This is an optimization exercise on Yosys and OpenROAD, whose aim is small area, a short achievable clock period and few clock cycles per item, not a production implementation.
Where RTL was checked, it was by simulation tests only, not by an equivalence proof against the original.

Design muldiv_top, start of the top module:
module muldiv_top
(
	input logic clk,
	input logic rst,
	input logic cmd_valid,
	input logic [2:0] cmd_op,
	input logic [31:0] cmd_a,
	input logic [31:0] cmd_b,
	output logic cmd_ready,
	output logic rsp_valid,
	output logic [31:0] rsp_data
);
Size: roughly 3100 cells after synthesis, about 210 flip-flops.
make LEC_CHECK=0 CAP_MARGIN=20 CORE_MARGIN=2 CORE_UTILIZATION=55 SETUP_SLACK_MARGIN=2.5 SLEW_MARGIN=20 finish   # period 8.0 ns
run.sh (not shown) runs the stock make flow with config.mk's settings and CLKGATE_MAP_FILE= SYNTH_SCRIPT=/design/flow/synth_recipe.tcl, a recipe that flattens the netlist after the stock synthesis.
Edit:
Settings changed: CORE_UTILIZATION 55 to 40.
=> First-iteration DRC count decreases by about 26%. Global-route usage decreases by 8.2 points. Die area increases by 37%. Non-clock buffer count increases by 51. Wire length increases by 11%. Setup slack improves by 0.12 ns. Utilization decreases by 17 points. Sequential share of layout area decreases by 0.57 points. Maximum frequency increases by 2.1%. Area after synthesis stays the same.
No run of this note included a check of the RTL's function; only the layout flow was run.


## rev 12
muldiv_top, a different RTL version from the one above (not shown whole).
Size in the first run: roughly 3200 cells after synthesis, roughly 210 flip-flops, roughly 100 I/O pins, about 26000 sq um of cells after synthesis.
Settings: LEC_CHECK=0, CAP_MARGIN=20, CORE_MARGIN=2, CORE_UTILIZATION=40, SETUP_SLACK_MARGIN=1.5, SLEW_MARGIN=20; clock period 8.0 ns.
The inputs of rev 13 differ from those of rev 12 as listed below.
- changing SETUP_SLACK_MARGIN from 1.5 to 2.5
## What came out
Rev 13 ends up with a worst slack after detailed placement that is 63 ps lower than in rev 12. Comparing the two runs side by side, rev 13 comes out behind rev 12 on final area. Looking at critical path launch point, the u_unit.s_a[3] result is from rev 12; the u_unit.r[1] one comes from rev 13. Changes observed in rev 13 relative to rev 12: buffering stage count on the worst path with inverters included went up; sequential cell area share fell 1.4 points.
No functional check of the RTL was part of any run of this note.


The RTL this note starts from:
==> flow/design.v <==
`default_nettype none
package muldiv_pkg;
	localparam int xlen = 32;
	localparam int half_len = xlen / 2;
	localparam int mul_chunk = 8;
	localparam int div_steps = 2;
	localparam int dw = xlen + div_steps - 1;
	localparam int div_cycles_max = (xlen + div_steps - 1) / div_steps;
	localparam int cnt_w = $clog2(div_cycles_max + 1);
	typedef enum logic [2:0]
	{
		op_slt  = 3'd0,
		op_sltu = 3'd1,
		op_mul  = 3'd2,
		op_div  = 3'd3,
		op_divu = 3'd4,
		op_rem  = 3'd5,
		op_remu = 3'd6
	} alu_op_e;
	typedef struct packed
	{
		logic [xlen-1:0] a;
		logic [xlen-1:0] b;
	} mul_cmd_t;
	typedef struct packed
	{
		logic [xlen-1:0] num;
		logic [xlen-1:0] denom;
		logic is_signed;
	} div_cmd_t;
	typedef struct packed
	{
		logic [xlen-1:0] quot;
		logic [xlen-1:0] rem;
	} div_rsp_t;
	typedef struct packed
	{
		alu_op_e op;
		logic [xlen-1:0] a;
		logic [xlen-1:0] b;
	} alu_cmd_t;
	typedef struct packed
	{
		logic lt_signed;
		logic lt_unsigned;
	} cmp_rsp_t;
	typedef enum logic [1:0]
	{
		st_mul_idle,
		st_mul_partial,
		st_mul_sum
	} mul_state_e;
	typedef enum logic [1:0]
	{
		st_div_idle,
		st_div_init,
		st_div_iter,
		st_div_fix
	} div_state_e;
endpackage
`default_nettype wire
`default_nettype none
import muldiv_pkg::*;
module operand_compare
(
	input logic [muldiv_pkg::xlen-1:0] a,
	input logic [muldiv_pkg::xlen-1:0] b,
	output muldiv_pkg::cmp_rsp_t cmp
);
	logic [xlen-1:0] diff;
	logic carry;
	logic ovf;
	always_comb
	begin
		{carry, diff} = {1'b0, a} + {1'b0, ~b} + {{xlen{1'b0}}, 1'b1};
		ovf = (a[xlen-1] ^ b[xlen-1]) & (a[xlen-1] ^ diff[xlen-1]);
		cmp.lt_unsigned = ~carry;
		cmp.lt_signed = diff[xlen-1] ^ ovf;
	end
endmodule
`default_nettype wire
`default_nettype none
import muldiv_pkg::*;
module mul_unit
(
	input logic [muldiv_pkg::xlen-1:0] acc,
	input logic [muldiv_pkg::xlen-1:0] x,
	input logic [muldiv_pkg::mul_chunk-1:0] y,
	output logic [muldiv_pkg::xlen-1:0] sum
);
	assign sum = acc + x * y;
endmodule
`default_nettype wire
`default_nettype none
import muldiv_pkg::*;
module div_unit
(
	input logic [muldiv_pkg::xlen-1:0] r_in,
	input logic [muldiv_pkg::dw-1:0] d_in,
	input logic [muldiv_pkg::xlen-1:0] q_in,
	output logic [muldiv_pkg::xlen-1:0] r_out,
	output logic [muldiv_pkg::dw-1:0] d_out,
	output logic [muldiv_pkg::xlen-1:0] q_out
);
	logic [dw:0] t;
	always_comb
	begin
		r_out = r_in;
		d_out = d_in;
		q_out = q_in;
		t = '0;
		for (int i = 0; i < div_steps; i++)
		begin
			t = {{(dw - xlen + 1){1'b0}}, r_out} - {1'b0, d_out};
			if (!t[dw])
				r_out = t[xlen-1:0];
			q_out = {q_out[xlen-2:0], !t[dw]};
			d_out = d_out >> 1;
		end
	end
endmodule
`default_nettype wire
`default_nettype none
import muldiv_pkg::*;
module muldiv_unit
(
	input logic clk,
	input logic rst,
	input logic cmd_valid,
	input muldiv_pkg::alu_cmd_t cmd,
	output logic cmd_ready,
	output logic rsp_valid,
	output logic [muldiv_pkg::xlen-1:0] rsp_data
);
	localparam int n_chunks = (xlen + mul_chunk - 1) / mul_chunk;
	logic s_full;
	logic [xlen-1:0] s_a;
	logic [xlen-1:0] s_b;
	logic s_mul;
	logic s_div;
	logic s_rem;
	logic s_na;
	logic s_negq;
	logic s_cmp;
	logic [2:0] op;
	logic [xlen-1:0] a;
	logic [xlen-1:0] b;
	logic is_mul;
	logic is_div;
	logic is_signed;
	logic na;
	logic nb;
	logic swap;
	logic flip;
	assign op = cmd.op;
	assign a = cmd.a;
	assign b = cmd.b;
	always_comb
	begin
		is_mul = (op == op_mul);
		is_div = (op == op_div) || (op == op_divu) || (op == op_rem) || (op == op_remu);
		is_signed = (op == op_div) || (op == op_rem);
		na = is_signed && a[xlen-1];
		nb = is_signed && b[xlen-1];
		swap = 1'b0;
		for (int j = 1; j < n_chunks; j++)
			if (((a >> (j * mul_chunk)) == '0) && ((b >> (j * mul_chunk)) != '0))
				swap = 1'b1;
		swap = swap && is_mul;
		flip = (op == op_slt);
	end
	logic busy;
	logic last;
	logic x_take;
	assign x_take = !busy || last;
	assign cmd_ready = !s_full || x_take;
	always_ff @(posedge clk)
	begin
		if (rst)
			s_full <= 1'b0;
		else if (cmd_ready)
			s_full <= cmd_valid;
	end
	always_ff @(posedge clk)
	begin
		if (cmd_ready)
		begin
			s_a <= swap ? b : (na ? -a : {a[xlen-1] ^ flip, a[xlen-2:0]});
			s_b <= swap ? a : (nb ? -b : {b[xlen-1] ^ flip, b[xlen-2:0]});
			s_mul <= is_mul;
			s_div <= is_div;
			s_rem <= (op == op_rem) || (op == op_remu);
			s_na <= na;
			s_negq <= (na ^ nb) && (b != '0);
			s_cmp <= (op == op_slt) || (op == op_sltu);
		end
	end
	logic [5:0] la;
	logic [5:0] lb;
	logic [6:0] ldiff;
	logic b_zero;
	logic no_steps;
	logic [cnt_w-1:0] ncyc_m1;
	always_comb
	begin
		la = '0;
		lb = '0;
		for (int i = 0; i < xlen; i++)
		begin
			if (s_a[i]) la = 6'(i + 1);
			if (s_b[i]) lb = 6'(i + 1);
		end
		ldiff = {1'b0, la} - {1'b0, lb};
		b_zero = (s_b == '0);
		no_steps = b_zero || ldiff[6];
		ncyc_m1 = no_steps ? '0 : cnt_w'(ldiff[5:0] / 6'(div_steps));
	end
	logic [xlen-1:0] imm_res;
	logic s_negrem;
	always_comb
	begin
		if (s_div)
			imm_res = s_rem ? s_a : (b_zero ? '1 : '0);
		else
			imm_res = '0;
		s_negrem = s_div && no_steps && s_rem && s_na;
	end
	localparam logic [1:0] md_mul = 2'd0;
	localparam logic [1:0] md_div = 2'd1;
	localparam logic [1:0] md_cmp = 2'd2;
	logic [1:0] mode;
	logic [xlen-1:0] r;
	logic [dw-1:0] d;
	logic [xlen-1:0] q;
	logic first;
	logic inc;
	logic [cnt_w-1:0] cnt;
	logic sel_rem;
	logic neg;
	assign rsp_data = q;
	logic last_q;
	assign last = last_q;
	logic [xlen-1:0] q_in;
	assign q_in = first ? {{(xlen - 1){1'b0}}, inc} : q;
	logic [xlen-1:0] m_sum;
	mul_unit u_mul (.acc(q_in), .x(d[xlen-1:0]), .y(r[mul_chunk-1:0]), .sum(m_sum));
	logic [xlen-1:0] dv_r;
	logic [dw-1:0] dv_d;
	logic [xlen-1:0] dv_q;
	div_unit u_div
	(
		.r_in(r), .d_in(d), .q_in(q_in),
		.r_out(dv_r), .d_out(dv_d), .q_out(dv_q)
	);
	logic [xlen-1:0] dv_res;
	assign dv_res = sel_rem ? dv_r : dv_q;
	always_ff @(posedge clk)
	begin
		if (rst)
		begin
			busy <= 1'b0;
			rsp_valid <= 1'b0;
		end
		else
		begin
			rsp_valid <= busy && last;
			if (s_full && x_take)
				busy <= 1'b1;
			else if (last)
				busy <= 1'b0;
		end
	end
	always_ff @(posedge clk)
	begin
		case (mode)
			md_mul: q <= m_sum;
			md_div:
				if (cnt != cnt_w'(1))
					q <= dv_q;
				else if (neg)
					q <= xlen'(1);
				else
					q <= dv_res;
			default: q <= {{(xlen - 1){1'b0}}, !dv_q[div_steps-1]};
		endcase
	end
	always_ff @(posedge clk)
	begin
		first <= x_take;
		if (!x_take)
		begin
			if ((mode == md_div) && (cnt == cnt_w'(1)))
			begin
				mode <= md_mul;
				d <= dw'(~dv_res);
				r <= xlen'(1);
				last_q <= 1'b1;
			end
			else if (mode == md_div)
			begin
				d <= dv_d;
				r <= dv_r;
				last_q <= (cnt == cnt_w'(2)) && !neg;
			end
			else
			begin
				d <= d << mul_chunk;
				r <= r >> mul_chunk;
				last_q <= (r >> (2 * mul_chunk)) == '0;
			end
			cnt <= cnt - cnt_w'(1);
		end
		else
		begin
			sel_rem <= s_rem;
			neg <= s_rem ? s_na : s_negq;
			cnt <= ncyc_m1 + cnt_w'(1);
			inc <= s_negrem;
			if (s_div && !no_steps)
			begin
				mode <= md_div;
				last_q <= (ncyc_m1 == '0) && !(s_rem ? s_na : s_negq);
				r <= s_a;
				d <= (dw'(s_b) << (div_steps - 1)) << (ncyc_m1 * div_steps);
			end
			else if (s_cmp)
			begin
				mode <= md_cmp;
				last_q <= 1'b1;
				r <= s_a;
				d <= dw'(s_b);
			end
			else
			begin
				mode <= md_mul;
				last_q <= !s_mul || ((s_b >> mul_chunk) == '0);
				d <= dw'(s_mul ? s_a : (s_negrem ? ~s_a : imm_res));
				r <= s_mul ? s_b : xlen'(1);
			end
		end
	end
endmodule
`default_nettype wire
`default_nettype none
module muldiv_top
(
	input logic clk,
	input logic rst,
	input logic cmd_valid,
	input logic [2:0] cmd_op,
	input logic [31:0] cmd_a,
	input logic [31:0] cmd_b,
	output logic cmd_ready,
	output logic rsp_valid,
	output logic [31:0] rsp_data
);
	muldiv_unit u_unit
	(
		.clk(clk),
		.rst(rst),
		.cmd_valid(cmd_valid),
		.cmd({cmd_op, cmd_a, cmd_b}),
		.cmd_ready(cmd_ready),
		.rsp_valid(rsp_valid),
		.rsp_data(rsp_data)
	);
endmodule
`default_nettype wire
clock: 8.0 ns
lec_check: 0
cap_margin: 20
core_margin: 2
core_utilization: 55
cts_buf_list: sky130_fd_sc_hd__clkbuf_4 sky130_fd_sc_hd__clkbuf_8
setup_slack_margin: 2.5
slew_margin: 20
tns_end_percent: 0
The baseline ran to the end with no violations.
Testbench counts at the start, summed over its fixed seeds: cycles 5,985, items 2,400.
Rerun with:
- TNS_END_PERCENT: 0 -> not set
Effect: Maximum frequency went up by about 2%. Wire length went up by about 1.3%. First-iteration DRC count went down by about 2.2%. Setup slack is better by 0.11 ns. Register-to-register slack is better by 0.11 ns. Final area went up by about 3.3%. Area after synthesis stays the same. Die area is unchanged. Clock-buffer cell count is unchanged. Non-clock buffer count went up by 46.
Rerun with:
- CORE_UTILIZATION: 55 -> 40
- CTS_BUF_LIST: sky130_fd_sc_hd__clkbuf_4 sky130_fd_sc_hd__clkbuf_8 -> not set
The changed run passed the timing, DRC and antenna checks.
Maximum frequency came out lower by 1.7%.
Non-clock buffer count came out higher by 10.
Worst hold slack stays flat.
Clock skew stays flat.
Setup slack got worse by 0.094 ns.
Via count came out lower by 1.5%.
Wire length came out higher by 7.6%.
Design area came out higher by 3.5%.
Die area came out higher by 37%.
Utilization came out lower by 16 points.
Rerun with:
- CORE_UTILIZATION: 40 -> 55
- CTS_BUF_LIST: not set -> sky130_fd_sc_hd__clkbuf_4 sky130_fd_sc_hd__clkbuf_8
- SETUP_SLACK_MARGIN: 2.5 -> 3.0
- TNS_END_PERCENT: not set -> 0
What happened:
- final area is lower by 2.8%
- first-iteration DRC count came out higher by 6.6%

==> afterwards: timing with drivers on the ports <==
In the flow no input, the clock included, has a driving cell. The finished layouts below were timed again as built, in two steps.
Step 1: set_driving_cell puts a clkbuf_16 on clk and a buf_2 on each other input, an assumption about the parent block.
Step 2 moves the port delays by t, midway between the first and last clock arrival at a register: inputs arrive t later, outputs are due t later. That takes back most of the time a late clock gives input paths.
a / b / c = ideal ports / drivers / drivers and shift; a / b = the first two.
run | t (ns) | slack for setup (ns) | hold WS [ns] | slew at the worst register clock pin (ns) | pins driven straight from the clock port
the first run of note 1 | 0.612 | 2.312 / 2.312 / 2.312 | 0.427 / 0.427 / 0.427 | 0.08 / 0.08 | 1
the second run of note 1 | 0.643 | 2.430 / 2.430 / 2.430 | 0.429 / 0.429 / 0.429 | 0.07 / 0.07 | 1
rev 12 | 0.638 | 1.626 / 1.626 / 1.626 | 0.477 / 0.477 / 0.477 | 0.06 / 0.06 | 1
rev 13 | 0.612 | 2.388 / 2.388 / 2.388 | 0.490 / 0.490 / 0.490 | 0.07 / 0.07 | 1
the first run of note 3 | 0.575 | 2.368 / 2.368 / 2.368 | 0.441 / 0.441 / 0.441 | 0.11 / 0.11 | 1
the second run of note 3 | 0.574 | 2.479 / 2.479 / 2.479 | 0.441 / 0.441 / 0.441 | 0.11 / 0.11 | 1
the third run of note 3 | 0.526 | 2.385 / 2.385 / 2.385 | 0.441 / 0.441 / 0.441 | 0.09 / 0.09 | 1
the fourth run of note 3 | 0.599 | 2.529 / 2.529 / 2.529 | 0.474 / 0.474 / 0.474 | 0.12 / 0.12 | 1
After both steps setup and hold are still met in every run listed.
